Background: an optimization exercise with open tools, aiming at small area, a short achievable clock period and few clock cycles per item. Do not read the settings as production practice. Where RTL was checked, it was by simulation tests only, not by an equivalence proof against the original.

==> flow/design.v (excerpt) <==
module julia_render #(
    parameter int H_PIXELS = 64,
    parameter int V_PIXELS = 48,
    parameter int MAX_ITER = 255,
    parameter int FRAC     = 14
) (
    input  logic               clock,
    input  logic               reset,
    input  logic               valid,
    input  logic signed [17:0] c_real,
    input  logic signed [17:0] c_comp,
    input  logic signed [17:0] x,
    input  logic signed [17:0] y,
    input  logic signed [17:0] scale,
    output logic [18:0]        wr_addr,
    output logic [7:0]         wr_data,
    output logic               wr_en,
    input  logic               wr_ready,
    output logic               busy,
    output logic               done
);
    logic [17:0] cr_q, ci_q, scale_q;
    logic [17:0] gr_q, gi_q;
    logic [5:0]  gcol_q, grow_q;
    logic        gdir_q, gdone_q;
    logic        v0_q, p0_q;
    logic [17:0] zr_q, zi_q, s0r_q, s0i_q;
    logic [7:0]  it0_q;
    logic [11:0] a0_q;
    logic        v1_q, p1_q, in1_q, per1_q, cap1_q;
    logic [17:0] s1r_q, s1i_q;
    logic [7:0]  it1_q;
    logic [11:0] a1_q;
    logic [17:0] xha_q, xhb_q;
    logic        xc_q;
    logic [30:0] ya_q, yb_q;
    logic [31:0] ea_q, eb_q;
    logic        ov_q;
    logic [11:0] oa_q;
    logic [7:0]  od_q;
    logic        valid_q, busy_q, run_q, done_q;
    logic [15:0] dr, di;
    assign dr = zr_q[15:0];
    assign di = zi_q[15:0];
  ...
Size in the first run: about 440 flip-flops, roughly 120 I/O pins, ~33000 um2 of cells after synthesis.
==> flow/config.mk <==
export PLATFORM = sky130hd
export DESIGN_NAME = julia_render
export DESIGN_NICKNAME = julia_render
export VERILOG_FILES = /design/flow/design.v
export SDC_FILE = /design/flow/constraint.sdc
export NUM_CORES = 4
export LEC_CHECK = 0
export CAP_MARGIN = 20
export CORE_MARGIN = 2
export CORE_UTILIZATION = 40
export SLEW_MARGIN = 20
==> flow/constraint.sdc <==
create_clock -name core_clock -period 12.0 [get_ports {clock}]
set_input_delay 2.4000 -clock core_clock [delete_from_list [all_inputs] [get_ports {clock}]]
set_output_delay 2.4000 -clock core_clock [all_outputs]
set_load 0.01 [all_outputs]
standard.sh (not shown) runs the stock make flow with config.mk's settings and CLKGATE_MAP_FILE= SYNTH_SCRIPT=/design/flow/synth_recipe.tcl, a recipe that flattens the netlist after the stock synthesis.
==> flow/flow/run.sh <==
#!/bin/bash
set -euo pipefail
bash standard.sh SETUP_SLACK_MARGIN=8 finish > standard_make.log 2>&1
Testbench counts at the start, summed over its fixed seeds: cycles 1,337,049, pixels 98,304.
Then changed:
--- a/flow/design.v
+++ b/flow/design.v
@@ -26,22 +26,23 @@
     logic        v0_q, p0_q;
     logic [17:0] zr_q, zi_q, s0r_q, s0i_q;
     logic [7:0]  it0_q;
     logic [11:0] a0_q;
     logic        v1_q, p1_q, in1_q, per1_q, cap1_q;
     logic [17:0] s1r_q, s1i_q;
     logic [7:0]  it1_q;
     logic [11:0] a1_q;
     logic [17:0] xha_q, xhb_q;
     logic        xc_q;
-    logic [30:0] ya_q, yb_q;
-    logic [31:0] ea_q, eb_q;
+    logic [17:0] yha_q, yhb_q;
+    logic        yc_q, ec_q;
+    logic [15:0] eha_q, ehb_q;
     logic        ov_q;
     logic [11:0] oa_q;
     logic [7:0]  od_q;
     logic        valid_q, busy_q, run_q, done_q;
     logic [15:0] dr, di;
     assign dr = zr_q[15:0];
     assign di = zi_q[15:0];
     wire t_1;
     wire t_2;
     assign t_1 = (dr[0] & dr[11]) ^ (dr[1] & dr[10]);
@@ -2367,59 +2368,63 @@
     assign t_1067 = t_1009 ^ t_958 ^ t_1008;
     assign t_1068 = (t_1009 & t_958) | (t_1008 & (t_1009 ^ t_958));
     wire t_1069;
     wire t_1070;
     assign t_1069 = bop7[15] ^ t_1010 ^ t_1011;
     assign t_1070 = (bop7[15] & t_1010) | (t_1011 & (bop7[15] ^ t_1010));
     wire [30:0] ya, yb;
     assign ya = {t_1069, t_1066, t_1065, t_1062, t_1061, t_1059, t_1056, t_1054, t_1052, t_1051, t_1048, t_1046, t_1044, t_1042, t_1040, t_1038, t_1036, t_1034, t_1032, t_1030, t_1028, t_1026, t_1024, t_1022, t_1020, t_1018, t_1016, t_1014, bon1, bop0[1], bon0};
     assign yb = {t_1068, t_1067, t_1064, t_1063, t_1060, t_1058, t_1057, t_1055, t_1053, t_1050, t_1049, t_1047, t_1045, t_1043, t_1041, t_1039, t_1037, t_1035, t_1033, t_1031, t_1029, t_1027, t_1025, t_1023, t_1021, t_1019, t_1017, t_1015, t_1013, 1'b0, bop0[0]};
     logic [14:0] xl;
+    logic [13:0] yl;
+    logic [16:0] el;
     assign xl = {1'b0, xa[13:0]} + {1'b0, xb[13:0]};
+    assign yl = {1'b0, ya[12:0]} + {1'b0, yb[12:0]};
+    assign el = {1'b0, ea[15:0]} + {1'b0, eb[15:0]};
     logic inr, ini, per, cap;
     assign inr = (zr_q[17:15] == 3'b000) || (zr_q[17:15] == 3'b111) || (zr_q == 18'h08000);
     assign ini = (zi_q[17:15] == 3'b000) || (zi_q[17:15] == 3'b111) || (zi_q == 18'h08000);
     assign per = (it0_q != 8'h00) && (zr_q == s0r_q) && (zi_q == s0i_q);
     assign cap = (it0_q == 8'hff);
     always_ff @(posedge clock) begin
         xha_q  <= xa[31:14];
         xhb_q  <= xb[31:14];
         xc_q   <= xl[14];
-        ya_q   <= ya;
-        yb_q   <= yb;
-        ea_q   <= ea;
-        eb_q   <= eb;
+        yha_q  <= ya[30:13];
+        yhb_q  <= yb[30:13];
+        yc_q   <= yl[13];
+        eha_q  <= ea[31:16];
+        ehb_q  <= eb[31:16];
+        ec_q   <= el[16];
         in1_q  <= inr && ini;
         per1_q <= per;
         cap1_q <= cap;
         it1_q  <= it0_q;
         a1_q   <= a0_q;
         if (it0_q[3:0] == 4'd0) begin
             s1r_q <= zr_q;
             s1i_q <= zi_q;
         end else begin
             s1r_q <= s0r_q;
             s1i_q <= s0i_q;
         end
         s0r_q <= s1r_q;
         s0i_q <= s1i_q;
     end
     logic [17:0] zr_new, zi_new;
-    logic [30:0] ys;
-    logic [31:0] es;
+    logic [15:0] es;
     logic        escape, fin, can_emit, emit, load;
     logic [7:0]  count;
     assign zr_new = xha_q + xhb_q + {17'd0, xc_q};
-    assign ys     = ya_q + yb_q;
-    assign zi_new = ys[30:13];
-    assign es     = ea_q + eb_q;
-    assign escape = !in1_q || !es[31];
+    assign zi_new = yha_q + yhb_q + {17'd0, yc_q};
+    assign es     = eha_q + ehb_q + {15'd0, ec_q};
+    assign escape = !in1_q || !es[15];
     assign fin    = p1_q || (v1_q && (escape || cap1_q || per1_q));
     assign count  = (v1_q && per1_q) ? 8'hff : it1_q;
     assign can_emit = !ov_q || wr_ready;
     assign emit     = run_q && fin && can_emit;
     assign load     = run_q && !gdone_q && (emit || !(v1_q || p1_q));
     logic start, finish;
     assign start  = valid && !valid_q && !run_q;
     assign finish = gdone_q && !v0_q && !p0_q && !v1_q && !p1_q && !ov_q;
     always_ff @(posedge clock or negedge reset) begin
         if (!reset) begin
After rerunning: Worst hold slack stays flat; synthesized area fell by 3.4%; routed wire length is lower by about 1.4%; worst setup slack degrades by 170 ps; via count drops by about 1.5%; cell area drops by 2.0%; non-clock buffer count climbs by 21; first-iteration DRC count climbs by 11%; final cell count is lower by 1.2%; synthesized cell count went down by 1.0%; clock skew drops by 16 ps; utilization grows by 0.84 points.
Only the layout flow was run in the second run of this note; the RTL was not checked for function there.

-- static timing again, ports no longer ideal --
In the flow no input, the clock included, has a driving cell. The finished layouts below were timed again as built, in two steps.
Step 1 assumes that a clkbuf_16 drives the clock port and a buf_2 every other input.
Step 2 moves the port delays by t, midway between the first and last clock arrival at a register: inputs arrive t later, outputs are due t later. That takes back most of the time a late clock gives input paths.
a / b / c = ideal / step 1 / step 2; a / b = the first two.
run	shift t [ns]	setup WS [ns]	pins driven straight from the clock port
the first run	0.687	7.744 / 7.744 / 7.445	1
the second run	0.663	7.573 / 7.573 / 7.471	1
After both steps every run listed still meets setup and hold. For the first run, which loses most, drivers alone change the setup slack by 0.000 ns; drivers and shift together by -0.299 ns.
